What follows belongs to an exercise in optimizing a design on an open flow for small area; a production flow would make more cautious choices.
In this exercise RTL edits were held to simulation tests only and were not proved equivalent to the original.
Power is estimated from default activity; no workload was simulated.

$ cat design.v
module data_mem_responder #(
  parameter int DEPTH   = 64,
  parameter int LATENCY = 2
) (
  input  logic        clk,
  input  logic        reset,
  input  logic        MemReq,
  input  logic        MemWriteM,
  input  logic [31:0] ALUOutM,
  input  logic [31:0] WriteDataM,
  output logic [31:0] ReadData,
  output logic        MemStall,
  output logic        MemDone,
  output logic        AddrErr
);
  localparam int AW = $clog2(DEPTH);
  localparam int NR = DEPTH / 2;
  localparam int RW = AW - 1;
  logic            wait_q, done_q, clr_q;
  logic            pa_q, pb_q, rho_s;
  logic [AW-1:0]   idx_q;
  logic            ok_q, ld_q;
  logic [31:0]     w_q;
  logic [31:0]     rdata_q;
  logic            err_q;
  logic            idle_s, accept_s, addr_ok_s;
  logic [RW-1:0]   ring_s;
  logic            inj_s;
  logic [31:0]     c_s, ra_s, rav_s;
  logic [NR-1:0]   dec_s, set_s, keep_s;
  logic [NR-1:0][31:0] qa_s;
  assign idle_s    = !wait_q && !done_q;
  assign accept_s  = idle_s && MemReq && !reset;
  assign addr_ok_s = (ALUOutM[1:0] == 2'b00) && (ALUOutM[31:AW+2] == '0);
  assign rho_s     = pa_q ^ pb_q;
  assign ring_s = wait_q ? idx_q[AW-1:1] : ALUOutM[AW+1:3];
  assign inj_s  = wait_q ? (!ld_q && ok_q && (idx_q[0] != rho_s))
                         : (accept_s && MemWriteM && addr_ok_s && (ALUOutM[2] != rho_s));
  assign c_s    = (wait_q ? w_q : WriteDataM) ^ {32{pb_q}};
  always_ff @(posedge clk) begin
    if (reset) begin
      wait_q <= 1'b0;
      done_q <= 1'b0;
      pa_q   <= 1'b0;
      pb_q   <= 1'b1;
    end else begin
      wait_q <= idle_s && MemReq;
      done_q <= wait_q;
      pa_q   <= !pb_q;
      pb_q   <= pa_q;
    end
  end
  always_ff @(posedge clk) begin
    clr_q <= reset;
    idx_q <= ALUOutM[AW+1:2];
    ok_q  <= addr_ok_s;
    ld_q  <= !MemWriteM;
    w_q   <= MemWriteM ? WriteDataM : rav_s;
  end
  for (genvar r = 0; r < NR; r++) begin : g_ring
    assign dec_s[r]  = (ring_s == RW'(r));
    assign set_s[r]  = reset || clr_q || (inj_s && dec_s[r]);
    assign keep_s[r] = reset || !(inj_s && dec_s[r]);
    dmr_ring u_ring (.clk(clk), .set(set_s[r]), .keep(keep_s[r]), .c(c_s), .qa(qa_s[r]));
  end
  for (genvar j = 0; j < 32; j++) begin : g_col
    logic [NR-1:0] qcol;
    for (genvar r = 0; r < NR; r++) begin : g_bit
      assign qcol[r] = qa_s[r][j];
    end
    dmr_rdcol #(.N(NR)) u_rd (.q(qcol), .sn(~dec_s), .r(ra_s[j]));
  end
  assign rav_s = ra_s ^ {32{pa_q}};
  always_ff @(posedge clk) begin
    if (reset) begin
      rdata_q <= 32'd0;
      err_q   <= 1'b0;
    end else if (wait_q) begin
      if (ld_q) rdata_q <= !ok_q ? 32'd0 : (idx_q[0] == rho_s) ? rav_s : w_q;
      if (!ok_q) err_q <= 1'b1;
    end
  end
  assign MemStall = !reset && ((idle_s && MemReq) || wait_q);
  assign MemDone  = done_q;
  assign ReadData = rdata_q;
  assign AddrErr  = err_q;
endmodule
module dmr_ring (
  input  logic        clk,
  input  logic        set,
  input  logic        keep,
  input  logic [31:0] c,
  output logic [31:0] qa
);
  logic [31:0] qb;
  always_ff @(posedge clk) begin
    qa <= ~((qb | {32{set}}) & ({32{keep}} | c));
    qb <= qa;
  end
endmodule
module dmr_rdcol #(
  parameter int N = 32
) (
  input  logic [N-1:0] q,
  input  logic [N-1:0] sn,
  output logic         r
);
  assign r = &(q | sn);
endmodule
$ cat run.sh
#!/bin/bash
# synth_recipe.tcl (not shown) runs the flow's synth.tcl, then flattens the netlist and writes it again
# the make line also repeats each setting of config.mk as NAME=value (left out here)
make -C /OpenROAD-flow-scripts/flow DESIGN_CONFIG=/design/flow/config.mk WORK_HOME=/design/flow/orfs CLKGATE_MAP_FILE= SYNTH_SCRIPT=/design/flow/synth_recipe.tcl finish
$ cat config.mk
export PLATFORM = sky130hd
export DESIGN_NAME = data_mem_responder
export DESIGN_NICKNAME = data_mem_responder
export VERILOG_FILES = /design/flow/design.v
export SDC_FILE = /design/flow/constraint.sdc
export NUM_CORES = 4
export LEC_CHECK = 0
export CAP_MARGIN = 20
export CORE_MARGIN = 2
export CORE_UTILIZATION = 40
export SLEW_MARGIN = 20
export SYNTH_HIERARCHICAL = 1
export SYNTH_MINIMUM_KEEP_SIZE = 0
$ cat constraint.sdc
create_clock -name core_clock -period 6.5 [get_ports {clk}]
set_input_delay 1.3000 -clock core_clock [delete_from_list [all_inputs] [get_ports {clk}]]
set_output_delay 1.3000 -clock core_clock [all_outputs]
set_load 0.01 [all_outputs]
==> results of run 1 <==
[worst paths after layout]
kind                                               from                 endpoint  slack [ns]
worst max-delay path                              reset                 MemStall        1.58
worst min-delay path            g_ring[28].u_ring.qa[9]  g_ring[28].u_ring.qb[9]        0.34
worst max register to register                   wait_q                  w_q[29]        1.74
worst min register to register  g_ring[28].u_ring.qa[9]  g_ring[28].u_ring.qb[9]        0.34
[power breakdown]
part	leakage, uW	internal, uW	total (uW)	switching, uW
Combinational	0.00592	685	2090	1410
Clock	0.00333	6930	12000	5020
Sequential	0.0176	13800	14100	336
Total	0.0269	21400	28200	6760
[worst reg2reg max path, cell delays in order, from the launching register on]
cell      delay [ns]
dfxtp_4         0.73
buf_4           0.64
nand3b_1        0.34
a22oi_1         0.67
nand2_1         0.63
buf_4           0.43
o22ai_1         0.25
nor2_1          0.12
nand4_1         0.29
nor2_1          0.09
xor2_1          0.17
mux2_2          0.30
[cell type report]
cell class / instances / area (um^2)
fill: 12736 / 76600
multi-input combinational: 2307 / 14800
tap: 1917 / 2400
timing repair buffer: 279 / 2410
clock inverter: 69 / 893
sequential: 2126 / 42600
inverter: 2 / 7.51
clock buffer: 286 / 5850
antenna: 2 / 5.00
[cell families (layout without fill, tap and decap cells)]
logic type,Yosys count,count (layout)
xor+xnor,68,68
flops,2126,2126
simple gates,459,459
compound gates,1682,1682
mux,98,98
other cells,0,2
buf+inv,244,636
[per-module statistics from Yosys (local to each module, per instance), a selection]
module,flops+latches,cell area (um^2),copies in the design
dmr_ring,64,1530,32
data_mem_responder,78,5010,1
[layout by cell type (no fill, tap or decap), types with 4 or more instances in the layout]
cell	netlist	final
dfxtp_1	2126	2123
o22ai_1	1536	1536
nor2_1	296	293
clkbuf_16	0	203
buf_4	4	172
clkdlybuf4s50_1	0	102
nand2_1	64	64
mux2i_1	64	64
nand4_1	64	64
clkbuf_8	0	46
clkbuf_1	23	37
xor2_1	32	32
mux2_2	32	32
xnor2_2	0	32
a31oi_1	32	32
o211ai_1	32	32
clkinv_2	0	29
o21ai_0	29	28
o21ai_4	0	17
bufinv_16	0	17
o21ai_2	0	15
a22oi_2	12	12
nand3b_1	7	7
inv_6	0	7
nor4_1	6	6
clkinvlp_4	0	6
clkinv_4	0	5
a22oi_1	4	4
o21ai_1	35	4
[flip-flops by register name (all words and copies together), names as in the netlist, 6 cells and up]
register / flops
g_ring.u_ring.qb: 1024
rdata_q: 32
g_ring.u_ring.qa: 1024
w_q: 32
idx_q: 6
[cell usage after synthesis, types with 2 or more instances]
master       n  area, um^2
buf_2      109         546
buf_4        4        30.0
or3b_4       2        22.5
buf_6      104        1170
or3b_1       3        26.3
o22ai_1   1536        9610
nand3b_1     7        52.6
nand4_1     64         400
nand3_1      3        15.0
mux2i_1     64         641
xor2_1      32         280
or3_4        2        22.5
nand2_1     64         240
o21ai_1     35         175
a22oi_2     12         150
and3_1       2        12.5
a21oi_1      2        10.0
a22oi_1      4        30.0
xnor2_1     33         289
dfxtp_1   2126       42600
clkbuf_1    23        86.3
nor2_1     296        1110
a31oi_1     32         200
nor4_1       6        37.5
or2_2        3        18.8
o211ai_1    32         240
mux2_2      32         360
buf_1        2        7.51
o21ai_0     29         145
[through the flow]
step	util	cells	hold WS [ns]	power (uW)	worst slack (ns)
6_report	0.474	6988	0.340	28200	1.58
5_1_grt	0.474	6986	0.338	28900	1.60
4_1_cts	0.473	6984	0.332	28200	1.65
3_5_place_dp	0.427	6629	0.337	16400	1.27
3_3_place_gp	0.427	6628	0.333	16400	1.30
2_1_floorplan	-	4677	0.332	15500	2.93
[metal layers]
layer,track usage,up-vias
li1,-,18197
met1,0.342,21031
met2,0.371,1740
met3,0.0532,320
met4,0.0781,8
met5,0,-
==> qor.yml, run 1 <==
run_status:
  status: "no timing/DRC/antenna violations"
synthesis:
  post_synthesis_share_of_cell_area_spent_on_full_adders_half_adders_and_majority_gates: 0
  syn_area_um2: 58700
  yosysSeqAreaShare: 0.726
  netlist_instances: 4677
  synthSimpleGateAreaFrac: 0.0346
  yosysWarningCount: 8
  syn_nets: 4745
  dominant_combinational_cell_family_by_area_after_synthesis: "compound AO/OA/AOI/OAI gates"
  synth_xor_area_frac: 0.0108
  mux_share_of_post_synthesis_cell_area: 0.0176
  syn_area_per_cell_um2: 12.5
  synth_enable_flop_cells: 0
  synthFlopType: "dfxtp_1"
  async_flop_share: 0
  synth_register_bits: 2126
  synth_compound_area_frac: 0.180
  netlist-cell-type-count: 43
worst_setup_path:
  critPathMaxFanout: 10
  timing.critical_path.cells: "clkdlybuf4s50_1 -> nor2b_1 -> or2_2 -> clkdlybuf4s50_1"
  worst_r2r_path_depth: 11
  start_kind: "input pin"
  worstSetupPathDepth: 4
  crit_slowest_cell: "clkdlybuf4s50_1"
  crit_type: "input pin to output port"
  worst_path_dominant_cell_family: "buffers and inverters"
  crit_required_ns: 5.20
  cp_common_cell: "clkdlybuf4s50_1"
  endpoint_kind: "output port"
  worst_path_largest_cell_delay_ns: 0.80
  worst-endpoint-arrival_ns: 3.62
  worst-path-buf-inv: 2
detailed_routing:
  routed_vias: 41296
  detail_route.wirelength_um: 189000
  first_iter_violations: 3623
  met2WireLength_um: 84100
  route.met3.wl_um: 15300
  drt-met1-wl_um: 84200
  drcViolationCount: 0
  routed.top_layer: "met5"
  wire_per_inst_um: 27.0
  drtAntennaViolNets: 0
  drt-pass1-iter-count: 6
  drt-vias-per-instance: 5.91
grt:
  gr-usage-all-layers: 0.243
  grt_pass1_vias: 40843
  pin_count_of_the_biggest_net_entering_global_routing: 36
  grt_pass1_wl_um: 277000
  antenna_found_initial: 10
  aggregate_global_routing_overflow: 0
clock_tree:
  cts_hold_buf: 0
  htree_levels: 4
  tritoncts_num_sinks: 2126
  clockBufferDepth: 3
  cts.root.buffer_cell: "clkbuf_16"
  cts_clk_pin_slew_worst_paths_ns: 0.06
  tritoncts_clock_tree: "yes"
  clkLatencyLatePin_ns: 0.83
  cts-buffers-inserted: 195
  post_cts_resize_count: 0
  postCtsSetupBuffers: 0
sta:
  timing.setup.tns_ns: 0
  tightest_slew_ns: 1.13
  final_min_period_over_clock_period: 0.756
  fin_worst_skew_ns: 0.0222
  max_freq_mhz: 203
  final.min_clock_period_ns: 4.92
  rsz0062_at_grt: "false"
  final_hold_viol_count: 0
  final-max-slew-violation-count: 0
  timing.slew.headroom: 0.245
  finalSetupViolations: 0
floorplan:
  floorplan.io_pins: 103
  fp.dieW_um: 387
  core.rowCount: 140
  starting_density: 0.403
  design.core.area_um2: 146000
  die_area_um2: 150000
  die_boundary_height_um: 387
layout:
  stdcell_area_um2: 68900
  syn2layout_area_growth_pct: 17.5
  nNetsFinal: 4979
  drive_above_1_share: 0.124
worst_hold_path:
  hold_class: "flip-flop to flip-flop"
  whs_path_depth: 0
pwr:
  power.ir.vdd_worst_mv: 0.290
  leakagePower_uw: 0.0269
  p_per_area_nw_per_um2: 409
place:
  detailedPlacementHpwl_um: 114000
  routabilityCongestion: 0.905
  placed_area_um2: 62200
  portBuffers: 102
flow_run:
  cap_viol_max_count: 0
==> run 2, diff against run 1 <==
--- a/config.mk
+++ b/config.mk
@@ -7,7 +7,8 @@
 export LEC_CHECK = 0
 export CAP_MARGIN = 20
 export CORE_MARGIN = 2
-export CORE_UTILIZATION = 40
+export CORE_UTILIZATION = 65
+export CTS_BUF_LIST = sky130_fd_sc_hd__clkbuf_8
 export SLEW_MARGIN = 20
 export SYNTH_HIERARCHICAL = 1
 export SYNTH_MINIMUM_KEEP_SIZE = 0
==> qor.yml, run 2 <==
run_status:
  status: "no timing/DRC/antenna violations"
clock_tree:
  cts.root.buffer_cell: "clkbuf_8"
  clockBufferDepth: 4  # +1
  htree_levels: 5  # +1
  cts-buffers-inserted: 322  # +65%
  postCtsSetupBuffers: 0  # unchanged
  cts_clk_pin_slew_worst_paths_ns: 0.07  # about the same
  tritoncts_clock_tree: "yes"
  cts_hold_buf: 0  # unchanged
  clkLatencyLatePin_ns: 0.98  # +0.15 ns
  post_cts_resize_count: 0  # unchanged
  tritoncts_num_sinks: 2126  # unchanged
pwr:
  p_per_area_nw_per_um2: 394  # -3.6%
  power.ir.vdd_worst_mv: 0.295  # +2.0%
  leakagePower_uw: 0.0271  # +0.92%
worst_setup_path:
  crit_slowest_cell: "buf_4"
  start_kind: "flip-flop"
  endpoint_kind: "output port"
  crit_type: "flip-flop to output port"
  worst-path-buf-inv: 2  # unchanged
  critPathMaxFanout: 36  # +26
  worst_path_largest_cell_delay_ns: 0.65  # -0.15 ns
  crit_required_ns: 5.20  # about the same
  worst-endpoint-arrival_ns: 3.23  # -0.39 ns
  timing.critical_path.cells: "buf_4 -> nor2b_1 -> or2_2 -> clkdlybuf4s50_1"
  worst_path_dominant_cell_family: "buffers and inverters"
synthesis:
  yosysWarningCount: 8  # unchanged
  synth.largest_area_cell: "dfxtp_1"
  synth_commonest_cells: "dfxtp_1, o22ai_1, nor2_1"
  post_synthesis_share_of_cell_area_spent_on_full_adders_half_adders_and_majority_gates: 0  # unchanged
  netlist_instances: 4677  # unchanged
  synthDominantCellAreaShare: 0.726  # unchanged
  syn_area_um2: 58700  # unchanged
  yosysSeqAreaShare: 0.726  # unchanged
  synth_register_bits: 2126  # unchanged
  mux_share_of_post_synthesis_cell_area: 0.0176  # unchanged
  synth_xor_area_frac: 0.0108  # unchanged
  synth.most_common_cell: "dfxtp_1"
  synth_enable_flop_cells: 0  # unchanged
  netlist-cell-type-count: 43  # unchanged
  synthSimpleGateAreaFrac: 0.0346  # unchanged
  async_flop_share: 0  # unchanged
  syn_nets: 4745  # unchanged
  syn_area_per_cell_um2: 12.5  # unchanged
  synth_compound_area_frac: 0.180  # unchanged
  yosys-top-cells-area: "dfxtp_1, o22ai_1, buf_6"
  synthFlopType: "dfxtp_1"
  dominant_combinational_cell_family_by_area_after_synthesis: "compound AO/OA/AOI/OAI gates"
place:
  portBuffers: 102  # unchanged
  detailedPlacementHpwl_um: 103000  # -9.4%
  routabilityCongestion: 0.874  # -3.3%
floorplan:
  design.core.area_um2: 89700  # -38%
  die_area_um2: 92700  # -38%
  core.rowCount: 110  # -21%
  fp.dieW_um: 304  # -21%
  starting_density: 0.654  # +0.251
  floorplan.io_pins: 103  # unchanged
  die_boundary_height_um: 304  # -21%
grt:
  pin_count_of_the_biggest_net_entering_global_routing: 37  # +2.8%
  gr-usage-all-layers: 0.376  # +0.133
  grt_pass1_wl_um: 265000  # -4.4%
  antenna_found_initial: 3  # -7
  grt_pass1_vias: 42292  # +3.5%
  aggregate_global_routing_overflow: 0  # unchanged
detailed_routing:
  routed_vias: 42073  # +1.9%
  drtAntennaViolNets: 0  # unchanged
  wire_per_inst_um: 27.6  # +2.2%
  first_iter_violations: 4146  # +14%
  drt-pass1-iter-count: 7  # +1
  drt-vias-per-instance: 6.53  # +11%
  drcViolationCount: 0  # unchanged
  detail_route.wirelength_um: 178000  # -5.7%
sta:
  rsz0062_at_grt: "false"
  fin_worst_skew_ns: 0.0649  # +0.0427 ns
  final-max-slew-violation-count: 0  # unchanged
  final_min_period_over_clock_period: 0.697  # -0.0600
  timing.slew.headroom: 0.226  # -0.0196
  timing.setup.tns_ns: 0  # unchanged
  tightest_slew_ns: 1.16  # +0.0281 ns
  max_freq_mhz: 221  # +8.6%
  final.min_clock_period_ns: 4.53  # -0.390 ns
  final_hold_viol_count: 0  # unchanged
  finalSetupViolations: 0  # unchanged
layout:
  most_used_cells_in_the_layout_excluding_fill_and_tap_cells: "dfxtp_1, o22ai_1, clkbuf_8"
  final_common_cell: "dfxtp_1"
  nNetsFinal: 5107  # +2.6%
  syn2layout_area_growth_pct: 14.8
  drive_above_1_share: 0.140  # +0.0156
  biggest_regs: "g_ring.u_ring.qa x1024, g_ring.u_ring.qb x1024"
  nFillCells: 6143  # -52%
  finalCoreUtilization: 0.750  # +0.277
flow_run:
  cap_viol_max_count: 0  # unchanged
worst_hold_path:
  hold_class: "flip-flop to flip-flop"
==> run 2: cell counts after synthesis <==
Identical to the previous run, type by type.
==> run 2: per-stage QoR <==
step / instances / hold WS, ns / power, uW / instance area [um^2] / setup WS (ns)
after floorplan: 4677 / 0.332 / 15500 / 58700 / 2.93
after global placement: 5884 / 0.333 / 16300 / 61000 / 1.49
after detailed placement: 5888 / 0.337 / 16400 / 61200 / 1.52
after CTS: 6436 / 0.309 / 26500 / 67200 / 1.98
after global routing: 6440 / 0.327 / 27300 / 67300 / 1.90
final: 6442 / 0.319 / 26500 / 67300 / 1.97
==> run 2: routing by layer <==
metal,up-vias,global-route usage,wire (um)
met5,-,0.00517,80
met4,4,0.147,6020
met3,439,0.0983,17600
met2,2167,0.576,79900
met1,20951,0.512,74300
li1,18512,-,-
==> run 2: modules after synthesis (local to each module, per instance), a selection <==
| module | flops+latches | cells | area (um^2) |
|---|---|---|---|
| dmr_ring | 64 | 102 | 1530 |
| data_mem_responder | 78 | 549 | 5010 |
==> run 2: area by class of cell <==
class / count / area, um^2 / share of cell area
Timing Repair Buffer: 280 / 2380 / 0.0354
Clock buffer: 395 / 5440 / 0.0808
Sequential cell: 2126 / 42600 / 0.632
Inverter: 2 / 7.51 / 0.000112
Multi-Input combinational cell: 2307 / 14800 / 0.220
Antenna cell: 3 / 7.51 / 0.000112
Tap cell: 1176 / 1470 / 0.0219
Clock inverter: 153 / 644 / 0.00957
==> run 2: worst paths after layout <==
check	from	endpoint	slack, ns	cells after the start
setup / recovery	wait_q	MemStall	1.97	4
hold / removal	g_ring[24].u_ring.qa[28]	g_ring[24].u_ring.qb[28]	0.32	0
hold reg to reg	g_ring[24].u_ring.qa[28]	g_ring[24].u_ring.qb[28]	0.32	0
setup reg to reg	pb_q	g_ring[12].u_ring.qa[30]	2.43	7
==> run 2: cells by family (layout without fill, tap and decap cells) <==
logic type / after synthesis / count (layout)
flops: 2126 / 2126
compound gates: 1682 / 1682
simple gates: 459 / 459
buf+inv: 244 / 830
mux: 98 / 98
xor+xnor: 68 / 68
other cells: 0 / 3
==> run 2: power breakdown <==
group	total, uW	internal [uW]	switching [uW]
registers	14100	13800	328
clock network	10300	5450	4890
logic	2050	699	1350
total	26500	20000	6570
==> run 3, diff against run 2 <==
--- a/config.mk
+++ b/config.mk
@@ -8,7 +8,8 @@
 export CAP_MARGIN = 20
 export CORE_MARGIN = 2
 export CORE_UTILIZATION = 65
-export CTS_BUF_LIST = sky130_fd_sc_hd__clkbuf_8
+export CTS_CLUSTER_DIAMETER = 100
+export CTS_CLUSTER_SIZE = 30
 export SLEW_MARGIN = 20
 export SYNTH_HIERARCHICAL = 1
 export SYNTH_MINIMUM_KEEP_SIZE = 0
==> qor.yml, run 3 <==
synthesis:
  synth.most_common_cell: "dfxtp_1"
  syn_area_per_cell_um2: 12.5  # unchanged
  netlist-cell-type-count: 43  # unchanged
  async_flop_share: 0  # unchanged
  synthFlopType: "dfxtp_1"
  synth_register_bits: 2126  # unchanged
  synth_commonest_cells: "dfxtp_1, o22ai_1, nor2_1"
  syn_nets: 4745  # unchanged
  syn_area_um2: 58700  # unchanged
  yosysWarningCount: 8  # unchanged
  synthDominantCellAreaShare: 0.726  # unchanged
  synth.largest_area_cell: "dfxtp_1"
  yosysSeqAreaShare: 0.726  # unchanged
  netlist_instances: 4677  # unchanged
  yosys-top-cells-area: "dfxtp_1, o22ai_1, buf_6"
  synth_enable_flop_cells: 0  # unchanged
floorplan:
  floorplan.io_pins: 103  # unchanged
  die_area_um2: 92700  # unchanged
  design.core.area_um2: 89700  # unchanged
  starting_density: 0.654  # unchanged
  fp.dieW_um: 304  # unchanged
  core.rowCount: 110  # unchanged
  die_boundary_height_um: 304  # unchanged
layout:
  most_used_cells_in_the_layout_excluding_fill_and_tap_cells: "dfxtp_1, o22ai_1, nor2_1"
  nFillCells: 6545  # +6.5%
  syn2layout_area_growth_pct: 8.03
  drive_above_1_share: 0.0821  # -0.0578
  layout.area.seq_um2: 42600  # unchanged
  final_common_cell: "dfxtp_1"
  multiInputGateArea_um2: 14800  # unchanged
  nNetsFinal: 4863  # -4.8%
  biggest_regs: "g_ring.u_ring.qa x1024, g_ring.u_ring.qb x1024"
detailed_routing:
  drtAntennaViolNets: 0  # unchanged
  routed_vias: 39969  # -5.0%
  met2WireLength_um: 76800  # -3.9%
  detail_route.wirelength_um: 172000  # -3.6%
  drcViolationCount: 0  # unchanged
  drt-vias-per-instance: 6.69  # +2.4%
  routed.top_layer: "met5"
  wire_per_inst_um: 28.7  # +3.9%
  route.met3.wl_um: 15600  # -11%
  first_iter_violations: 3891  # -6.2%
  drt-met1-wl_um: 73500  # -1.0%
  drt-pass1-iter-count: 6  # -1
worst_setup_path:
  worst_r2r_path_depth: 8  # +1
  endpoint_kind: "flip-flop"
  worst_path_largest_cell_delay_ns: 0.59  # -0.06 ns
  timing.reg2reg.setup_slack_ns: 2.27  # -0.16 ns
  timing.critical_path.cells: "clkdlybuf4s50_1 -> or3b_1 -> a22oi_2 -> buf_4 -> nand2_1 -> buf_4 -> o22ai_1 -> nor2_1 -> nand4_1 -> nor2_1 -> xor2_1 -> mux2_2"
  r2r-end: "g_ring[15].u_ring.qa[3]"
  start_kind: "input pin"
  r2r-start: "pb_q"
  worst_path_dominant_cell_family: "simple AND/OR/NAND/NOR gates"
  crit_slowest_cell: "clkdlybuf4s50_1"
  critPathMaxFanout: 21  # -42%
  crit_required_ns: 7.10  # +1.90 ns
  crit_type: "input pin to flip-flop"
  worst-path-buf-inv: 3  # +1
  worst-endpoint-arrival_ns: 4.99  # +1.76 ns
pwr:
  p_per_area_nw_per_um2: 352  # -11%
  power.ir.vdd_worst_mv: 0.224  # -24%
  leakagePower_uw: 0.0246  # -9.3%
grt:
  pin_count_of_the_biggest_net_entering_global_routing: 37  # unchanged
  grt_pass1_wl_um: 256000  # -3.3%
  aggregate_global_routing_overflow: 0  # unchanged
  antenna_found_initial: 2  # -1
  grt_pass1_vias: 39607  # -6.3%
  gr-usage-all-layers: 0.363  # -0.0129
clock_tree:
  post_cts_resize_count: 0  # unchanged
  cts_hold_buf: 0  # unchanged
  postCtsSetupBuffers: 0  # unchanged
  cts_clk_pin_slew_worst_paths_ns: 0.12  # +0.05 ns
  htree_levels: 3  # -2
  tritoncts_num_sinks: 2126  # unchanged
  tritoncts_clock_tree: "yes"
  clkLatencyLatePin_ns: 0.70  # -0.28 ns
  cts-buffers-inserted: 80  # -75%
  cts.root.buffer_cell: "clkbuf_16"
  clockBufferDepth: 3  # -1
sta:
  fin_worst_skew_ns: 0.0354  # -0.0295 ns
  final.min_clock_period_ns: 4.39  # -0.138 ns
  timing.slew.headroom: 0.195  # -0.0309
  finalSetupViolations: 0  # unchanged
  timing.hold.ws_ns: 0.328  # +0.00871 ns
  rsz0062_at_grt: "false"
  final-max-slew-violation-count: 0  # unchanged
  timing.final.ws_setup_ns: 2.11  # +0.138 ns
  max_freq_mhz: 228  # +3.1%
  final_min_period_over_clock_period: 0.675  # -0.0212
  final_hold_viol_count: 0  # unchanged
  tightest_slew_ns: 1.20  # +0.0468 ns
  timing.setup.tns_ns: 0  # unchanged
place:
  portBuffers: 102  # unchanged
  routabilityCongestion: 0.874  # unchanged
  detailedPlacementHpwl_um: 103000  # unchanged
  post-place-ws_ns: 1.52  # unchanged
run_status:
  status: "no timing/DRC/antenna violations"
worst_hold_path:
  hold_class: "flip-flop to flip-flop"
  whs_path_depth: 0  # unchanged
  start_point_of_the_worst_hold_path: "g_ring[14].u_ring.qa[23]"
  worstHoldEndpoint: "g_ring[14].u_ring.qb[23]"
flow_run:
  cap_viol_max_count: 0  # unchanged
==> run 3: worst max-delay path by stage <==
stage / slack, ns / depth (start not counted) / end / startpoint
finish: 2.11 / 12 / w_q[6] / ALUOutM[5]
global route: 1.98 / 13 / rdata_q[5] / ALUOutM[4]
CTS: 2.21 / 5 / MemStall / reset
detailed placement: 1.52 / 8 / g_ring[12].u_ring.qa[30] / ALUOutM[1]
global placement: 1.49 / 12 / w_q[1] / ALUOutM[5]
floorplan: 2.93 / 9 / w_q[10] / ALUOutM[4]
==> run 3: metrics by stage <==
stage / total power, uW / util / instance area, um^2 / std cells
after floorplan: 15500 / - / 58700 / 4677
after global placement: 16300 / 0.680 / 61000 / 5884
after detailed placement: 16400 / 0.681 / 61200 / 5888
after CTS: 22300 / 0.706 / 63300 / 5976
after global routing: 22900 / 0.706 / 63400 / 5977
final: 22300 / 0.706 / 63400 / 5978
==> run 3: logic make-up (layout without fill, tap and decap cells) <==
kind of cell	count (synthesis)	in the layout	share of synthesized area
DFF	2126	2126	0.726
AOI/OAI and AO/OA	1682	1682	0.180
xor gates and xnor gates	68	68	0.0108
and+or+nand+nor	459	459	0.0346
other	0	1	0
buffers and inverters	244	368	0.0315
muxes	98	98	0.0176
==> run 3: routing by layer <==
metal / vias up / track usage
met1: 19993 / 0.513
met4: 2 / 0.118
met2: 1802 / 0.561
met5: - / 0.00258
li1: 17817 / -
met3: 355 / 0.0760
==> run 3: area by class of cell <==
cell class,count,area share
timing repair buffer,278,0.0373
inverter,2,0.000118
multi-input combinational,2307,0.234
sequential,2126,0.672
tap,1176,0.0232
clock inverter,3,0.000869
clock buffer,85,0.0332
antenna,1,0.0000395
==> run 3: worst register-to-register path, cell delays in order (launching register included) <==
cell      delay, ns
dfxtp_4        0.86
xnor2_4        0.23
xor2_4         0.15
buf_4          0.56
nor2_2         0.33
buf_4          0.29
o211ai_1       0.96
buf_4          0.52
o22ai_1        0.14
==> run 3: per-module statistics from Yosys, one instance, submodules excluded, excerpt <==
module              cell area, um^2  copies in the design
data_mem_responder             5010                     1
dmr_ring                       1530                    32
==> run 3: power breakdown <==
part	internal (uW)	switching [uW]	total, uW	leakage (uW)
Clock	2390	3770	6160	0.00106
Combinational	697	1340	2030	0.00591
Sequential	13800	324	14100	0.0176
==> run 4, diff against run 3 <==
--- a/design.v
+++ b/design.v
@@ -71,13 +71,19 @@
     dmr_rdcol #(.N(NR)) u_rd (.q(qcol), .sn(~dec_s), .r(ra_s[j]));
   end
   assign rav_s = ra_s ^ {32{pa_q}};
+  logic upd_s, rd_keep_s, rd_late_s, rd_early_s;
+  assign upd_s      = !reset && wait_q && ld_q;
+  assign rd_keep_s  = !reset && !(wait_q && ld_q);
+  assign rd_late_s  = upd_s && ok_q && (idx_q[0] == rho_s);
+  assign rd_early_s = upd_s && ok_q && (idx_q[0] != rho_s);
+  always_ff @(posedge clk) begin
+    rdata_q <= (rdata_q & {32{rd_keep_s}}) | (rav_s & {32{rd_late_s}}) | (w_q & {32{rd_early_s}});
+  end
   always_ff @(posedge clk) begin
     if (reset) begin
-      rdata_q <= 32'd0;
-      err_q   <= 1'b0;
-    end else if (wait_q) begin
-      if (ld_q) rdata_q <= !ok_q ? 32'd0 : (idx_q[0] == rho_s) ? rav_s : w_q;
-      if (!ok_q) err_q <= 1'b1;
+      err_q <= 1'b0;
+    end else if (wait_q && !ok_q) begin
+      err_q <= 1'b1;
     end
   end
   assign MemStall = !reset && ((idle_s && MemReq) || wait_q);
==> flow/run.sh (new file) <==
#!/bin/bash
set -euo pipefail
bash standard.sh \
  "CTS_ARGS=-sink_clustering_enable -repair_clock_nets -buf_list sky130_fd_sc_hd__clkbuf_16 -sink_clustering_size 24 -sink_clustering_max_diameter 100 -dont_use_dummy_load" \
  "BUFFER_PORTS_ARGS=-buffer_cell sky130_fd_sc_hd__buf_1" \
  "RECOVER_POWER=100" \
  finish > standard_flow.log 2>&1
==> standard.sh (new file) <==
#!/bin/bash
# synth_recipe.tcl (not shown) runs the flow's synth.tcl, then flattens the netlist and writes it again
# the make line also repeats each setting of config.mk as NAME=value (left out here)
make -C /OpenROAD-flow-scripts/flow DESIGN_CONFIG=/design/flow/config.mk WORK_HOME=/design/flow/orfs CLKGATE_MAP_FILE= SYNTH_SCRIPT=/design/flow/synth_recipe.tcl "${@:-finish}"
--- a/config.mk
+++ b/config.mk
@@ -9,7 +9,7 @@
 export CORE_MARGIN = 2
 export CORE_UTILIZATION = 65
 export CTS_CLUSTER_DIAMETER = 100
-export CTS_CLUSTER_SIZE = 30
+export CTS_CLUSTER_SIZE = 24
 export SLEW_MARGIN = 20
 export SYNTH_HIERARCHICAL = 1
 export SYNTH_MINIMUM_KEEP_SIZE = 0
removed: run.sh
==> qor.yml, run 4 <==
worst_setup_path:
  cp_common_cell: "clkbuf_1"
  crit_slowest_cell: "clkbuf_1"
  endpoint_kind: "flip-flop"
  timing.reg2reg.setup_slack_ns: 1.16  # -1.11 ns
  r2r-end: "g_ring[7].u_ring.qa[4]"
  crit_required_ns: 7.11  # about the same
  worst_path_largest_cell_delay_ns: 2.07  # +1.48 ns
  start_kind: "flip-flop"
  worst_r2r_path_depth: 4  # -4
  crit_type: "flip-flop to flip-flop"
  worst-endpoint-arrival_ns: 5.95  # +0.96 ns
  timing.critical_path.cells: "clkbuf_1 -> xnor2_1 -> clkbuf_1 -> o22ai_1"
  critPathMaxFanout: 21  # unchanged
  r2r-start: "pb_q"
synthesis:
  syn_nets: 4818  # +1.5%
  yosysSeqAreaShare: 0.728  # +0.00213
  yosysWarningCount: 8  # unchanged
  synth_register_bits: 2126  # unchanged
  netlist-cell-type-count: 40  # -7.0%
  netlist_instances: 4750  # +1.6%
  synth.most_common_cell: "dfxtp_1"
  post_synthesis_share_of_cell_area_spent_on_full_adders_half_adders_and_majority_gates: 0  # unchanged
  yosys-top-cells-area: "dfxtp_1, o22ai_1, nor2_1"
  synth_enable_flop_cells: 0  # unchanged
  synth.largest_area_cell: "dfxtp_1"
  synth_xor_area_frac: 0.0107  # -0.000182
  dominant_combinational_cell_family_by_area_after_synthesis: "compound AO/OA/AOI/OAI gates"
  synth_compound_area_frac: 0.185  # +0.00532
  syn_area_per_cell_um2: 12.3  # -1.8%
  mux_share_of_post_synthesis_cell_area: 0.00584  # -0.0117
  synth_commonest_cells: "dfxtp_1, o22ai_1, nor2_1"
  synthDominantCellAreaShare: 0.728  # +0.00213
  synthSimpleGateAreaFrac: 0.0385  # +0.00399
  synthFlopType: "dfxtp_1"
  async_flop_share: 0  # unchanged
  syn_area_um2: 58500  # -0.29%
grt:
  aggregate_global_routing_overflow: 0  # unchanged
  grt_pass1_vias: 39431  # -0.44%
  pin_count_of_the_biggest_net_entering_global_routing: 66  # +78%
  grt_pass1_wl_um: 257000  # +0.18%
  antenna_found_initial: 4  # +2
  gr-usage-all-layers: 0.364  # +0.00130
clock_tree:
  clockBufferDepth: 3  # unchanged
  clkLatencyLatePin_ns: 0.72  # +0.02 ns
  cts-buffers-inserted: 98  # +23%
  postCtsSetupBuffers: 0  # unchanged
  cts.root.buffer_cell: "clkbuf_16"
  cts_clk_pin_slew_worst_paths_ns: 0.09  # -0.03 ns
  post_cts_resize_count: 0  # unchanged
  htree_levels: 3  # unchanged
  cts_hold_buf: 0  # unchanged
  tritoncts_clock_tree: "yes"
  tritoncts_num_sinks: 2126  # unchanged
sta:
  tightest_slew_ns: 3.23  # +2.03 ns
  final.min_clock_period_ns: 5.34  # +0.947 ns
  timing.slew.headroom: -1.15  # -1.35
  final_min_period_over_clock_period: 0.821  # +0.146
  final_hold_viol_count: 0  # unchanged
  max_freq_mhz: 187  # -18%
  finalSetupViolations: 0  # unchanged
  timing.setup.tns_ns: 0  # unchanged
  timing.hold.ws_ns: 0.319  # -0.00907 ns
  fin_worst_skew_ns: 0.0508  # +0.0154 ns
  final-max-slew-violation-count: 631  # +631
  rsz0062_at_grt: "false"
layout:
  final_common_cell: "dfxtp_1"
  syn2layout_area_growth_pct: 7.01
  most_used_cells_in_the_layout_excluding_fill_and_tap_cells: "dfxtp_1, o22ai_1, nor2_1"
  final_cells: 6027  # +0.82%
  biggest_regs: "g_ring.u_ring.qa x1024, g_ring.u_ring.qb x1024"
  drive_above_1_share: 0.0604  # -0.0216
  nNetsFinal: 4918  # +1.1%
  stdcell_area_um2: 62600  # -1.2%
  nFillCells: 6661  # +1.8%
  multiInputGateArea_um2: 14500  # -1.8%
  layout.area.seq_um2: 42600  # unchanged
pwr:
  p_per_area_nw_per_um2: 361  # +2.6%
  leakagePower_uw: 0.0241  # -2.1%
  power.ir.vdd_worst_mv: 0.293  # +31%
floorplan:
  die_boundary_height_um: 304  # -0.14%
  floorplan.io_pins: 103  # unchanged
  die_area_um2: 92400  # -0.29%
  core.rowCount: 110  # unchanged
  fp.dieW_um: 304  # -0.14%
  starting_density: 0.653  # -0.000909
  design.core.area_um2: 89600  # -0.15%
worst_hold_path:
  start_point_of_the_worst_hold_path: "g_ring[15].u_ring.qa[26]"
  hold_class: "flip-flop to flip-flop"
  worstHoldEndpoint: "g_ring[15].u_ring.qb[26]"
  whs_path_depth: 0  # unchanged
detailed_routing:
  drt-vias-per-instance: 6.72  # +0.58%
  drt-pass1-iter-count: 5  # -1
  first_iter_violations: 3857  # -0.87%
  wire_per_inst_um: 28.6  # -0.35%
  drcViolationCount: 0  # unchanged
  routed_vias: 40530  # +1.4%
  detail_route.wirelength_um: 172000  # +0.47%
  drtAntennaViolNets: 0  # unchanged
place:
  portBuffers: 102  # unchanged
  routabilityCongestion: 0.853  # -2.5%
  placed_area_um2: 60200  # -1.5%
  detailedPlacementHpwl_um: 102000  # -1.0%
  numPlacedInstances: 5916  # +0.48%
run_status:
  status: "complete, but fails checks"
  check-failures: "max-capacitance violations, max-slew violations"
flow_run:
  cap_viol_max_count: 22  # +22
==> run 4: changes by cell type after synthesis, sizes merged, moves of 2 or more <==
cell	before	now
xor2	33	0
a21oi	2	34
mux2	33	1
mux2i	65	33
nand2	64	96
nor2	296	328
o21ai	64	96
xnor2	34	66
clkbuf	23	32
inv	1	3
==> run 4: area by class of cell <==
class | count | share of cell area
Antenna cell | 3 | 0.000120
Clock buffer | 98 | 0.0392
Inverter | 3 | 0.000180
Multi-Input combinational cell | 2371 | 0.232
Sequential cell | 2126 | 0.680
Tap cell | 1176 | 0.0235
Timing Repair Buffer | 250 | 0.0246
==> run 4: through the flow <==
stage                     total power, uW  setup WS [ns]   util
after global routing                23300           1.05  0.698
after detailed placement            16300           1.62  0.672
final                               22600           1.16  0.699
after global placement              16200           1.70  0.671
after floorplan                     15400           2.72      -
after CTS                           22600           2.15  0.699
==> run 4: report_power, final <==
| group | switching, uW | total [uW] | internal, uW |
|---|---|---|---|
| clock | 3830 | 6530 | 2700 |
| sequential | 326 | 14100 | 13800 |
| combinational | 1340 | 1970 | 634 |
| total | 5500 | 22600 | 17100 |
==> run 4: how the worst max path moves through the flow <==
stage          startpoint                  endpoint  slack [ns]
6_report             pb_q    g_ring[7].u_ring.qa[4]        1.16
2_1_floorplan  ALUOutM[3]  g_ring[30].u_ring.qa[21]        2.72
5_1_grt            wait_q  g_ring[12].u_ring.qa[10]        1.05
4_1_cts            wait_q               rdata_q[20]        2.15
3_5_place_dp   ALUOutM[3]   g_ring[13].u_ring.qa[1]        1.62
3_3_place_gp   ALUOutM[3]  g_ring[13].u_ring.qa[12]        1.70
==> run 4: per-layer routing <==
| metal | global-route usage | vias up | wire, um |
|---|---|---|---|
| met4 | 0.119 | 2 | 6240 |
| met1 | 0.527 | 20387 | 74200 |
| li1 | - | 17987 | - |
| met5 | 0 | - | 10 |
| met3 | 0.0612 | 339 | 15100 |
| met2 | 0.560 | 1815 | 76700 |
==> run 4: cell families (layout without fill, tap and decap cells) <==
logic type,after synthesis,in the layout
xor+xnor,68,68
flops,2126,2126
other cells,0,3
compound gates,1746,1746
simple gates,523,523
buf+inv,253,351
mux,34,34
==> run 4: Yosys stat by module, one instance, submodules excluded, excerpt <==
module / times used / cell area [um^2]
data_mem_responder: 1 / 4840
dmr_ring: 32 / 1530
==> run 4: worst max-delay path: cells and delay by family (launching register included) <==
kind	cells	cell delay, ns
AOI/OAI and AO/OA	1	0.35
xor gates and xnor gates	1	1.25
buffers and inverters	2	2.87
DFF	1	0.73
==> run 5, diff against run 4 <==
==> flow/run.sh (replaced) <==
#!/bin/bash
set -euo pipefail
bash standard.sh \
  "CTS_ARGS=-sink_clustering_enable -repair_clock_nets -buf_list sky130_fd_sc_hd__clkbuf_16 -sink_clustering_size 24 -sink_clustering_max_diameter 100 -dont_use_dummy_load" \
  "BUFFER_PORTS_ARGS=-buffer_cell sky130_fd_sc_hd__buf_1" \
  finish > standard_flow.log 2>&1
==> qor.yml, run 5 <==
layout:
  layout.area.seq_um2: 42600  # unchanged
  nFillCells: 6589  # -1.1%
  nNetsFinal: 4918  # unchanged
  final_cells: 6027  # unchanged
  syn2layout_area_growth_pct: 7.57
  final_common_cell: "dfxtp_1"
  drive_above_1_share: 0.0697  # +0.00928
  multiInputGateArea_um2: 14700  # +1.2%
  biggest_regs: "g_ring.u_ring.qa x1024, g_ring.u_ring.qb x1024"
  most_used_cells_in_the_layout_excluding_fill_and_tap_cells: "dfxtp_1, o22ai_1, nor2_1"
floorplan:
  core.rowCount: 110  # unchanged
  floorplan.io_pins: 103  # unchanged
  die_boundary_height_um: 304  # unchanged
  die_area_um2: 92400  # unchanged
  design.core.area_um2: 89600  # unchanged
  starting_density: 0.653  # unchanged
  fp.dieW_um: 304  # unchanged
sta:
  rsz0062_at_grt: "false"
  final.min_clock_period_ns: 4.46  # -0.878 ns
  final-max-slew-violation-count: 0  # -100%
  timing.hold.ws_ns: 0.315  # -0.00417 ns
  tightest_slew_ns: 1.17  # -2.06 ns
  max_freq_mhz: 224  # +20%
  final_hold_viol_count: 0  # unchanged
  timing.slew.headroom: 0.218  # +1.37
  finalSetupViolations: 0  # unchanged
  timing.final.ws_setup_ns: 2.04  # +0.878 ns
  fin_worst_skew_ns: 0.0527  # +0.00191 ns
  final_min_period_over_clock_period: 0.686  # -0.135
  timing.setup.tns_ns: 0  # unchanged
worst_setup_path:
  start_kind: "flip-flop"
  worst_path_dominant_cell_family: "simple AND/OR/NAND/NOR gates"
  worst_path_largest_cell_delay_ns: 0.95  # -1.12 ns
  critPathMaxFanout: 55  # +160%
  crit_slowest_cell: "dfxtp_4"
  worst-endpoint-arrival_ns: 5.05  # -0.90 ns
  endpoint_kind: "flip-flop"
  crit_type: "flip-flop to flip-flop"
  timing.critical_path.cells: "or3b_2 -> a22oi_2 -> nand2_1 -> buf_4 -> o22ai_1 -> nor2_1 -> nand4_1 -> nor2_1 -> xnor2_1 -> nand2_1 -> o21ai_0 -> o21ai_0"
  crit_required_ns: 7.09  # -0.02 ns
  worst-path-buf-inv: 1  # -1
detailed_routing:
  drt-pass1-iter-count: 6  # +1
  routed_vias: 40505  # -0.062%
  drcViolationCount: 0  # unchanged
  wire_per_inst_um: 28.6  # about the same
  drt-vias-per-instance: 6.72  # about the same
  first_iter_violations: 4001  # +3.7%
  detail_route.wirelength_um: 172000  # about the same
  drtAntennaViolNets: 0  # unchanged
run_status:
  status: "no timing/DRC/antenna violations"
synthesis:
  syn_nets: 4818  # unchanged
  synth_commonest_cells: "dfxtp_1, o22ai_1, nor2_1"
  netlist-cell-type-count: 40  # unchanged
  synth.most_common_cell: "dfxtp_1"
  yosys-top-cells-area: "dfxtp_1, o22ai_1, nor2_1"
  yosysWarningCount: 8  # unchanged
  syn_area_um2: 58500  # unchanged
  synth_register_bits: 2126  # unchanged
  synth_enable_flop_cells: 0  # unchanged
  synthDominantCellAreaShare: 0.728  # unchanged
  yosysSeqAreaShare: 0.728  # unchanged
  synthFlopType: "dfxtp_1"
  synth.largest_area_cell: "dfxtp_1"
  async_flop_share: 0  # unchanged
  syn_area_per_cell_um2: 12.3  # unchanged
  netlist_instances: 4750  # unchanged
grt:
  gr-usage-all-layers: 0.364  # unchanged
  pin_count_of_the_biggest_net_entering_global_routing: 66  # unchanged
  grt_pass1_wl_um: 257000  # unchanged
  grt_pass1_vias: 39431  # unchanged
  aggregate_global_routing_overflow: 0  # unchanged
  antenna_found_initial: 4  # unchanged
pwr:
  leakagePower_uw: 0.0242  # +0.61%
  p_per_area_nw_per_um2: 360  # -0.42%
  power.ir.vdd_worst_mv: 0.293  # about the same
clock_tree:
  htree_levels: 3  # unchanged
  clockBufferDepth: 3  # unchanged
  tritoncts_num_sinks: 2126  # unchanged
  cts_hold_buf: 0  # unchanged
  cts-buffers-inserted: 98  # unchanged
  postCtsSetupBuffers: 0  # unchanged
  post_cts_resize_count: 0  # unchanged
  tritoncts_clock_tree: "yes"
  cts.root.buffer_cell: "clkbuf_16"
  clkLatencyLatePin_ns: 0.73  # about the same
  cts_clk_pin_slew_worst_paths_ns: 0.10  # about the same
place:
  post-place-ws_ns: 1.62  # unchanged
  numPlacedInstances: 5916  # unchanged
  portBuffers: 102  # unchanged
  detailedPlacementHpwl_um: 102000  # unchanged
  routabilityCongestion: 0.853  # unchanged
flow_run:
  cap_viol_max_count: 0  # -100%
worst_hold_path:
  hold_class: "flip-flop to flip-flop"
[run 5: cell counts after synthesis]
Identical to the previous run, type by type.
[run 5: path summary, 6_finish.rpt]
kind,from,cells past startpoint,slack [ns],to
setup / recovery,wait_q,12,2.04,rdata_q[20]
hold reg to reg,g_ring[28].u_ring.qa[24],0,0.31,g_ring[28].u_ring.qb[24]
setup reg to reg,wait_q,12,2.04,rdata_q[20]
hold / removal,g_ring[28].u_ring.qa[24],0,0.31,g_ring[28].u_ring.qb[24]
[run 5: through the flow]
step / total power [uW] / area [um^2] / utilization
after floorplan: 15400 / 58500 / -
after global placement: 16200 / 60100 / 0.671
after detailed placement: 16300 / 60200 / 0.672
after CTS: 22600 / 62700 / 0.699
after global routing: 23300 / 62900 / 0.702
final: 22600 / 62900 / 0.702
[run 5: metal layers]
layer	GRT usage	vias to the layer above	wire, um
li1	-	17978	-
met4	0.119	2	5990
met5	0	-	10
met3	0.0612	325	14600
met1	0.527	20368	74900
met2	0.560	1832	76900
[run 5: power breakdown]
| group | switching (uW) | leakage, uW | internal (uW) | total, uW |
|---|---|---|---|---|
| registers | 326 | 0.0176 | 13800 | 14100 |
| clock network | 3840 | 0.00121 | 2700 | 6540 |
| logic | 1350 | 0.00540 | 645 | 1990 |
| total | 5510 | 0.0242 | 17100 | 22600 |
[run 5: Yosys stat by module, one instance, submodules excluded, a selection]
module              flip-flops and latches  cells
data_mem_responder                      78    622
dmr_ring                                64    102
[run 5: cell type report]
| cell class | count | area share |
|---|---|---|
| sequential | 2126 | 0.677 |
| clock buffer | 98 | 0.0390 |
| timing repair buffer | 250 | 0.0269 |
| antenna | 3 | 0.000119 |
| tap | 1176 | 0.0234 |
| inverter | 3 | 0.000179 |
| multi-input combinational | 2371 | 0.234 |
[run 5: logic make-up after synthesis]
logic type | share of synthesized area
flip-flops | 0.728
multiplexers | 0.00584
XOR/XNOR | 0.0107
AND/OR/NAND/NOR | 0.0385
buffers and inverters | 0.0320
AO/OA/AOI/OAI | 0.185
==> run 6, diff against run 5 <==
--- a/config.mk
+++ b/config.mk
@@ -7,7 +7,7 @@
 export LEC_CHECK = 0
 export CAP_MARGIN = 20
 export CORE_MARGIN = 2
-export CORE_UTILIZATION = 65
+export CORE_UTILIZATION = 75
 export CTS_CLUSTER_DIAMETER = 100
 export CTS_CLUSTER_SIZE = 24
 export SLEW_MARGIN = 20
==> qor.yml, run 6 <==
synthesis:
  synth.largest_area_cell: "dfxtp_1"
  async_flop_share: 0  # unchanged
  syn_area_per_cell_um2: 12.3  # unchanged
  netlist_instances: 4750  # unchanged
  yosysWarningCount: 8  # unchanged
  synthFlopType: "dfxtp_1"
  yosysSeqAreaShare: 0.728  # unchanged
  yosys-top-cells-area: "dfxtp_1, o22ai_1, nor2_1"
  synth_enable_flop_cells: 0  # unchanged
  syn_nets: 4818  # unchanged
  synth.most_common_cell: "dfxtp_1"
  syn_area_um2: 58500  # unchanged
  synth_register_bits: 2126  # unchanged
  synthDominantCellAreaShare: 0.728  # unchanged
  netlist-cell-type-count: 40  # unchanged
  synth_commonest_cells: "dfxtp_1, o22ai_1, nor2_1"
worst_setup_path:
  start_kind: "flip-flop"
  crit_required_ns: 7.01  # -0.08 ns
  worst_r2r_path_depth: 8  # -4
  endpoint_kind: "flip-flop"
  critPathMaxFanout: 30  # -45%
  cp_common_cell: "buf_4"
  worst_path_largest_cell_delay_ns: 0.79  # -0.16 ns
  timing.critical_path.cells: "buf_4 -> nand3_1 -> a22oi_1 -> nand2_1 -> buf_4 -> o21ai_2 -> buf_4 -> o22ai_1"
  worstSetupPathDepth: 8  # -4
  crit_type: "flip-flop to flip-flop"
  worst-path-buf-inv: 3  # +2
  worst-endpoint-arrival_ns: 5.13  # +0.08 ns
  worst_path_dominant_cell_family: "compound AO/OA/AOI/OAI gates"
  crit_slowest_cell: "dfxtp_2"
floorplan:
  core.rowCount: 102  # -7.3%
  floorplan.io_pins: 103  # unchanged
  die_area_um2: 80200  # -13%
  fp.dieW_um: 283  # -6.8%
  starting_density: 0.756  # +0.103
  design.core.area_um2: 77300  # -14%
  die_boundary_height_um: 283  # -6.8%
pwr:
  sw_share: 0.242  # -0.00142
  leakagePower_uw: 0.0241  # -0.47%
  p_per_area_nw_per_um2: 362  # +0.61%
  cellInternalPower_uw: 17100  # about the same
  pwr-share-clk: 0.287  # -0.002
  p_comb_frac: 0.088  # about the same
  seqPwrFrac: 0.625  # +0.002
  power.ir.vdd_worst_mv: 0.313  # +6.8%
  power_switching_uw: 5460  # -0.86%
detailed_routing:
  detail_route.wirelength_um: 169000  # -2.2%
  routed_vias: 41689  # +2.9%
  drtAntennaViolNets: 0  # unchanged
  drt-vias-per-instance: 7.08  # +5.4%
  drcViolationCount: 0  # unchanged
  drt-pass1-iter-count: 5  # -1
  first_iter_violations: 4491  # +12%
  wire_per_inst_um: 28.6  # +0.17%
clock_tree:
  htree_levels: 3  # unchanged
  tritoncts_num_sinks: 2126  # unchanged
  cts.root.buffer_cell: "clkbuf_16"
  cts_clk_pin_slew_worst_paths_ns: 0.09  # about the same
  tritoncts_clock_tree: "yes"
  cts_hold_buf: 0  # unchanged
  cts-buffers-inserted: 98  # unchanged
  clockBufferDepth: 3  # unchanged
  postCtsSetupBuffers: 0  # unchanged
  post_cts_resize_count: 0  # unchanged
  clkLatencyLatePin_ns: 0.70  # -0.03 ns
sta:
  finalSetupViolations: 0  # unchanged
  tightest_slew_ns: 1.17  # +0.00515 ns
  timing.hold.ws_ns: 0.297  # -0.0173 ns
  timing.setup.tns_ns: 0  # unchanged
  final.min_clock_period_ns: 4.61  # +0.152 ns
  timing.slew.headroom: 0.214  # -0.00433
  fin_worst_skew_ns: 0.0655  # +0.0128 ns
  final_min_period_over_clock_period: 0.709  # +0.0234
  rsz0062_at_grt: "false"
  max_freq_mhz: 217  # -3.3%
  final-max-slew-violation-count: 0  # unchanged
  final_hold_viol_count: 0  # unchanged
grt:
  pin_count_of_the_biggest_net_entering_global_routing: 66  # unchanged
  aggregate_global_routing_overflow: 0  # unchanged
  grt_pass1_vias: 40878  # +3.7%
  grt_pass1_wl_um: 254000  # -1.2%
  antenna_found_initial: 2  # -2
  gr-usage-all-layers: 0.410  # +0.0459
layout:
  final_common_cell: "dfxtp_1"
  final_cells: 5886  # -2.3%
  nNetsFinal: 4916  # -0.041%
  most_used_cells_in_the_layout_excluding_fill_and_tap_cells: "dfxtp_1, o22ai_1, nor2_1"
  biggest_regs: "g_ring.u_ring.qa x1024, g_ring.u_ring.qb x1024"
  syn2layout_area_growth_pct: 6.62
  insertedDiodeCount: 0  # -3
  drive_above_1_share: 0.0689  # -0.000797
place:
  numPlacedInstances: 5785  # -2.2%
  portBuffers: 102  # unchanged
  detailedPlacementHpwl_um: 101000  # -0.70%
  routabilityCongestion: 0.898  # +5.3%
flow_run:
  cap_viol_max_count: 0  # unchanged
run_status:
  status: "no timing/DRC/antenna violations"
worst_hold_path:
  whs_path_depth: 0  # unchanged
  hold_class: "flip-flop to flip-flop"
[run 6: cell types whose count changed in the layout (fill, tap and decap cells not counted), moves of 2 or more]
| cell | before | now |
|---|---|---|
| xnor2_4 | 7 | 5 |
| xnor2_2 | 26 | 28 |
| buf_4 | 136 | 143 |
| buf_6 | 1 | 3 |
| buf_8 | 2 | 0 |
| buf_16 | 9 | 0 |
| diode_2 | 3 | 0 |
| o21ai_2 | 12 | 30 |
| o21ai_4 | 20 | 2 |
[run 6: stage by stage]
step,cell area (um^2),utilization,total power (uW),setup WS [ns]
finish,62400,0.806,22600,1.89
global route,62400,0.806,23100,1.77
CTS,62300,0.805,22500,2.08
floorplan,58500,-,15400,2.72
detailed placement,59800,0.774,16300,1.63
global placement,59800,0.773,16200,1.77
[run 6: area by class of cell]
type	instances	area (um^2)
well taps	1040	1300
inverters	3	11.3
clock buffers	98	2450
flip-flops and latches	2126	42600
fillers	4750	15000
multi-input cells	2371	14500
repair buffers	248	1490
[run 6: metal layers]
layer	global-route usage	part of all wire	vias to the layer above
met2	0.627	0.44	2665
met3	0.0700	0.11	577
met5	0	0.000077	-
li1	-	-	17959
met4	0.192	0.054	2
met1	0.576	0.39	20486
[run 6: worst paths after layout]
check                                  end                     start  slack [ns]
hold reg to reg   g_ring[10].u_ring.qb[31]  g_ring[10].u_ring.qa[31]        0.30
hold / removal    g_ring[10].u_ring.qb[31]  g_ring[10].u_ring.qa[31]        0.30
setup reg to reg   g_ring[29].u_ring.qa[6]                    wait_q        1.89
setup / recovery   g_ring[29].u_ring.qa[6]                    wait_q        1.89
[run 6: cells by family (layout without fill, tap and decap cells)]
logic type	Yosys count	count (layout)	synth area share
flops	2126	2126	0.728
simple gates	523	523	0.0385
xor+xnor	68	68	0.0107
buf+inv	253	349	0.0320
mux	34	34	0.00584
compound gates	1746	1746	0.185
[run 6: Yosys stat by module (local to each module, per instance), a selection]
module | times used | cells | flip-flops and latches
dmr_ring | 32 | 102 | 64
data_mem_responder | 1 | 622 | 78
[run 6: power by group through the flow]
stage          combinational [uW]  sequential (uW)  clock, uW
6_report                     1980            14100       6470
5_1_grt                      2050            14200       6900
4_1_cts                      1890            14100       6460
3_5_place_dp                 1880            14400          0
3_3_place_gp                 1840            14400          0
2_1_floorplan                1160            14300          0
[run 6: worst reg2reg max path, cell delays in order, from the launching register on]
cell and delay [ns]:
dfxtp_2 0.79, buf_4 0.55, nand3_1 0.25, a22oi_1 0.62, nand2_1 0.61, buf_4 0.42, o21ai_2 0.69, buf_4 0.39
o22ai_1 0.17
==> run 7, diff against run 6 <==
==> flow/run.sh (replaced) <==
#!/bin/bash
set -euo pipefail
bash standard.sh \
  "CTS_ARGS=-sink_clustering_enable -repair_clock_nets -buf_list sky130_fd_sc_hd__clkbuf_4 -sink_clustering_size 10 -sink_clustering_max_diameter 35 -dont_use_dummy_load" \
  "BUFFER_PORTS_ARGS=-buffer_cell sky130_fd_sc_hd__buf_1" \
  finish > standard_flow.log 2>&1
==> qor.yml, run 7 <==
run_status:
  status: "no timing/DRC/antenna violations"
grt:
  grt_pass1_wl_um: 254000  # about the same
  aggregate_global_routing_overflow: 0  # unchanged
  busiest_layer: "met2"
  antenna_found_initial: 5  # +3
  gr_layer_usage_met2: 0.624  # -0.00276
  gr-usage-all-layers: 0.412  # +0.00144
  grt_pass1_vias: 41618  # +1.8%
  grt.met1_usage: 0.564  # -0.0122
  grtUsageMet3: 0.0959  # +0.0258
  pin_count_of_the_biggest_net_entering_global_routing: 66  # unchanged
layout:
  finalCoreUtilization: 0.798  # -0.00859
  drive_above_1_share: 0.0947  # +0.0258
  nNetsFinal: 5054  # +2.8%
  syn2layout_area_growth_pct: 5.48
  stdcell_area_um2: 61700  # -1.1%
  most_used_cells_in_the_layout_excluding_fill_and_tap_cells: "dfxtp_1, o22ai_1, nor2_1"
  final_cells: 6026  # +2.4%
  biggest_regs: "g_ring.u_ring.qa x1024, g_ring.u_ring.qb x1024"
  nFillCells: 4958  # +4.4%
  final_common_cell: "dfxtp_1"
detailed_routing:
  routed_vias: 42014  # +0.78%
  drt-vias-per-instance: 6.97  # -1.6%
  first_iter_violations: 4424  # -1.5%
  wire_per_inst_um: 27.9  # -2.8%
  drcViolationCount: 0  # unchanged
  drt-pass1-iter-count: 8  # +3
  drtAntennaViolNets: 0  # unchanged
  detail_route.wirelength_um: 168000  # -0.47%
pwr:
  power_switching_uw: 5530  # +1.2%
  power.ir.vdd_worst_mv: 0.230  # -27%
  cellInternalPower_uw: 16100  # -5.9%
  seqPwrFrac: 0.653  # +0.028
  pwr-share-clk: 0.256  # -0.031
  p_comb_frac: 0.091  # +0.003
  leakagePower_uw: 0.0240  # -0.51%
  sw_share: 0.256  # +0.0137
  p_per_area_nw_per_um2: 350  # -3.2%
synthesis:
  async_flop_share: 0  # unchanged
  syn_nets: 4818  # unchanged
  synth_enable_flop_cells: 0  # unchanged
  synthFlopType: "dfxtp_1"
  netlist_instances: 4750  # unchanged
  yosysSeqAreaShare: 0.728  # unchanged
  synth_register_bits: 2126  # unchanged
  syn_area_um2: 58500  # unchanged
  synthDominantCellAreaShare: 0.728  # unchanged
  synth_commonest_cells: "dfxtp_1, o22ai_1, nor2_1"
  syn_area_per_cell_um2: 12.3  # unchanged
  yosys-top-cells-area: "dfxtp_1, o22ai_1, nor2_1"
  synth.largest_area_cell: "dfxtp_1"
  synth.most_common_cell: "dfxtp_1"
  yosysWarningCount: 8  # unchanged
  netlist-cell-type-count: 40  # unchanged
clock_tree:
  tritoncts_num_sinks: 2126  # unchanged
  cts-buffers-inserted: 239  # +140%
  clockBufferDepth: 3  # unchanged
  cts.root.buffer_cell: "clkbuf_4"
  post_cts_resize_count: 0  # unchanged
  tritoncts_clock_tree: "yes"
  cts_hold_buf: 0  # unchanged
  clkLatencyLatePin_ns: 1.18  # +0.48 ns
  postCtsSetupBuffers: 0  # unchanged
  htree_levels: 4  # +1
  cts_clk_pin_slew_worst_paths_ns: 0.11  # +0.02 ns
floorplan:
  floorplan.io_pins: 103  # unchanged
  fp.dieW_um: 283  # unchanged
  die_area_um2: 80200  # unchanged
  design.core.area_um2: 77300  # unchanged
  core.rowCount: 102  # unchanged
  starting_density: 0.756  # unchanged
  die_boundary_height_um: 283  # unchanged
sta:
  final-max-slew-violation-count: 0  # unchanged
  timing.slew.headroom: 0.211  # -0.00288
  fin_worst_skew_ns: 0.157  # +0.0916 ns
  finalSetupViolations: 0  # unchanged
  final_min_period_over_clock_period: 0.715  # +0.00580
  tightest_slew_ns: 1.18  # +0.00430 ns
  max_freq_mhz: 215  # -0.81%
  timing.hold.ws_ns: 0.271  # -0.0262 ns
  final_hold_viol_count: 0  # unchanged
  rsz0062_at_grt: "false"
  final.min_clock_period_ns: 4.65  # +0.0377 ns
  timing.setup.tns_ns: 0  # unchanged
worst_setup_path:
  worst-endpoint-arrival_ns: 5.56  # +0.43 ns
  endpoint_kind: "flip-flop"
  critPathMaxFanout: 30  # unchanged
  crit_required_ns: 7.41  # +0.40 ns
  start_kind: "flip-flop"
  crit_type: "flip-flop to flip-flop"
flow_run:
  cap_viol_max_count: 0  # unchanged
place:
  numPlacedInstances: 5785  # unchanged
  placed_area_um2: 59800  # unchanged
  routabilityCongestion: 0.898  # unchanged
  portBuffers: 102  # unchanged
  detailedPlacementHpwl_um: 101000  # unchanged
worst_hold_path:
  hold_class: "flip-flop to flip-flop"
run 7: cell types whose count changed in the layout (fill, tap and decap cells not counted), sizes merged:
cell and change:
buf -3, clkbuf +141, diode +2
run 7: final timing paths:
| kind | from | endpoint | slack [ns] | depth (start not counted) |
|---|---|---|---|---|
| setup / recovery | wait_q | g_ring[29].u_ring.qa[6] | 1.85 | 8 |
| hold reg to reg | g_ring[31].u_ring.qa[8] | g_ring[31].u_ring.qb[8] | 0.27 | 0 |
| setup reg to reg | wait_q | g_ring[29].u_ring.qa[6] | 1.85 | 8 |
| hold / removal | g_ring[31].u_ring.qa[8] | g_ring[31].u_ring.qb[8] | 0.27 | 0 |
run 7: critical path: stages (launching register included):
cell and delay (ns):
dfxtp_2 0.79, buf_4 0.54, nand3_1 0.24, a22oi_1 0.61
nand2_1 0.62, buf_4 0.43, o21ai_2 0.66, buf_4 0.39
o22ai_1 0.14
run 7: power by group through the flow:
stage               logic (uW)  registers [uW]  clock network, uW
floorplan                 1160           14300                  0
global placement          1840           14400                  0
detailed placement        1880           14400                  0
CTS                       1880           14100               5540
global route              2040           14200               6060
finish                    1970           14100               5540
run 7: kinds of logic after synthesis:
group | Yosys count | synth area share
simple gates | 523 | 0.0385
flops | 2126 | 0.728
compound gates | 1746 | 0.185
buf+inv | 253 | 0.0320
mux | 34 | 0.00584
xor+xnor | 68 | 0.0107
run 7: area by class of cell:
class,count,area (um^2),share of cell area
tap,1040,1300,0.0211
multi-input combinational,2371,14600,0.236
inverter,3,11.3,0.000183
timing repair buffer,245,1460,0.0236
antenna,2,5.00,0.0000811
clock buffer,239,1790,0.0291
sequential,2126,42600,0.690
run 7: metrics by stage:
step	total power, uW	worst slack, ns
global placement	16200	1.77
detailed placement	16300	1.63
floorplan	15400	2.72
CTS	21500	2.03
finish	21600	1.85
global route	22300	1.73
run 7: metal layers:
metal,part of all wire,vias up
met5,0.00019,-
met3,0.11,529
met4,0.049,6
met2,0.44,2578
met1,0.40,20597
li1,-,18304
run 7: per-module statistics from Yosys (local to each module, per instance), a selection:
module,cell area [um^2],cells inside
data_mem_responder,4840,622
dmr_ring,1530,102
==> run 8, diff against run 7 <==
--- a/config.mk
+++ b/config.mk
@@ -7,7 +7,7 @@
 export LEC_CHECK = 0
 export CAP_MARGIN = 20
 export CORE_MARGIN = 2
-export CORE_UTILIZATION = 75
+export CORE_UTILIZATION = 70
 export CTS_CLUSTER_DIAMETER = 100
 export CTS_CLUSTER_SIZE = 24
 export SLEW_MARGIN = 20
==> qor.yml, run 8 <==
run_status:
  status: "no timing/DRC/antenna violations"
layout:
  most_used_cells_in_the_layout_excluding_fill_and_tap_cells: "dfxtp_1, o22ai_1, nor2_1"
  biggest_regs: "g_ring.u_ring.qa x1024, g_ring.u_ring.qb x1024"
  syn2layout_area_growth_pct: 5.84
  drive_above_1_share: 0.0965  # +0.00183
place:
  detailedPlacementHpwl_um: 103000  # +1.9%
  routabilityCongestion: 0.938  # +4.4%
  numPlacedInstances: 5832  # +0.81%
clock_tree:
  post_cts_resize_count: 0  # unchanged
  htree_levels: 4  # unchanged
  postCtsSetupBuffers: 0  # unchanged
  clockBufferDepth: 3  # unchanged
  tritoncts_clock_tree: "yes"
  cts-buffers-inserted: 239  # unchanged
  tritoncts_num_sinks: 2126  # unchanged
  clkLatencyLatePin_ns: 1.22  # +0.04 ns
  cts_clk_pin_slew_worst_paths_ns: 0.10  # about the same
sta:
  final_hold_viol_count: 0  # unchanged
  max_freq_mhz: 240  # +12%
  tightest_slew_ns: 1.16  # -0.0203 ns
  final_min_period_over_clock_period: 0.641  # -0.0742
  fin_worst_skew_ns: 0.104  # -0.0534 ns
synthesis:
  syn_area_um2: 58500  # unchanged
  syn_area_per_cell_um2: 12.3  # unchanged
  synth_enable_flop_cells: 0  # unchanged
  synth.largest_area_cell: "dfxtp_1"
  netlist-cell-type-count: 40  # unchanged
  synth_commonest_cells: "dfxtp_1, o22ai_1, nor2_1"
floorplan:
  die_boundary_height_um: 293  # +3.5%
  core.rowCount: 106  # +3.9%
  fp.dieW_um: 293  # +3.5%
pwr:
  cellInternalPower_uw: 16100  # about the same
detailed_routing:
  routed_vias: 41350  # -1.6%
  met2WireLength_um: 77100  # +3.7%
  drt-pass1-iter-count: 6  # -2
  drt-met1-wl_um: 70300  # +4.8%
  route.met3.wl_um: 15400  # -15%
  detail_route.wirelength_um: 169000  # +0.89%
  wire_per_inst_um: 27.8  # about the same
worst_setup_path:
  crit_slowest_cell: "dfxtp_2"
  endpoint_kind: "flip-flop"
  worst_path_dominant_cell_family: "simple AND/OR/NAND/NOR gates"
  timing.critical_path.cells: "mux2_2 -> nand2_1 -> buf_4 -> o22ai_1 -> nor2_1 -> nand4_1 -> nor2_1 -> xnor2_1 -> nand2_1 -> o21ai_0 -> o21ai_0"
  worst-path-buf-inv: 1  # -2
  critPathMaxFanout: 36  # +20%
  crit_type: "flip-flop to flip-flop"
grt:
  gr-usage-all-layers: 0.388  # -0.0238
  antenna_found_initial: 4  # -1
flow_run:
  cap_viol_max_count: 0  # unchanged
run 8: cell count changes in the layout (fill, tap and decap cells not counted), sizes merged:
cell	delta
diode	+6
buf	+9
run 8: path summary, 6_finish.rpt:
kind	start	end	slack (ns)	cells after the start
setup / recovery	wait_q	rdata_q[11]	2.33	11
hold / removal	g_ring[25].u_ring.qa[19]	g_ring[25].u_ring.qb[19]	0.29	0
setup reg to reg	wait_q	rdata_q[11]	2.33	11
hold reg to reg	g_ring[25].u_ring.qa[19]	g_ring[25].u_ring.qb[19]	0.29	0
run 8: through the flow:
stage               setup slack [ns]  hold slack (ns)  power [uW]  cell area, um^2
detailed placement              1.76            0.337       16300            60000
CTS                             2.27            0.237       21600            61800
floorplan                       2.72            0.332       15400            58500
finish                          2.33            0.294       21700            61900
global route                    2.08            0.266       22400            61900
global placement                1.85            0.332       16200            59900
run 8: cell families after synthesis:
group,Yosys count,share of synthesized area
buffers and inverters,253,0.0320
DFF,2126,0.728
muxes,34,0.00584
xor gates and xnor gates,68,0.0107
and+or+nand+nor,523,0.0385
AOI/OAI and AO/OA,1746,0.185
run 8: cell type report:
class                   instances  area, um^2  area share
well taps                    1080        1350      0.0218
flip-flops and latches       2126       42600       0.688
repair buffers                254        1560      0.0251
multi-input cells            2371       14600       0.236
inverters                       3        11.3    0.000182
clock buffers                 239        1790      0.0290
diodes                          8        20.0    0.000323
run 8: metal layers:
layer	vias to the layer above	global-route usage
met3	416	0.0872
met5	-	0
li1	18351	-
met1	20536	0.532
met2	2045	0.598
met4	2	0.162
run 8: power groups by stage:
| stage | combinational [uW] | sequential (uW) | clock [uW] |
|---|---|---|---|
| 2_1_floorplan | 1160 | 14300 | 0 |
| 3_3_place_gp | 1870 | 14400 | 0 |
| 3_5_place_dp | 1920 | 14400 | 0 |
| 4_1_cts | 1920 | 14100 | 5580 |
| 5_1_grt | 2070 | 14200 | 6100 |
| 6_report | 2000 | 14100 | 5560 |
run 8: worst register-to-register path: stages (launching register included):
cell and delay [ns]:
dfxtp_2 0.92, mux2_2 0.63, nand2_1 0.64, buf_4 0.41, o22ai_1 0.15, nor2_1 0.34
nand4_1 0.30, nor2_1 0.22, xnor2_1 0.17, nand2_1 0.08, o21ai_0 0.09, o21ai_0 0.09
run 8: modules after synthesis (local to each module, per instance), excerpt:
module | area [um^2] | flip-flops and latches
dmr_ring | 1530 | 64
data_mem_responder | 4840 | 78
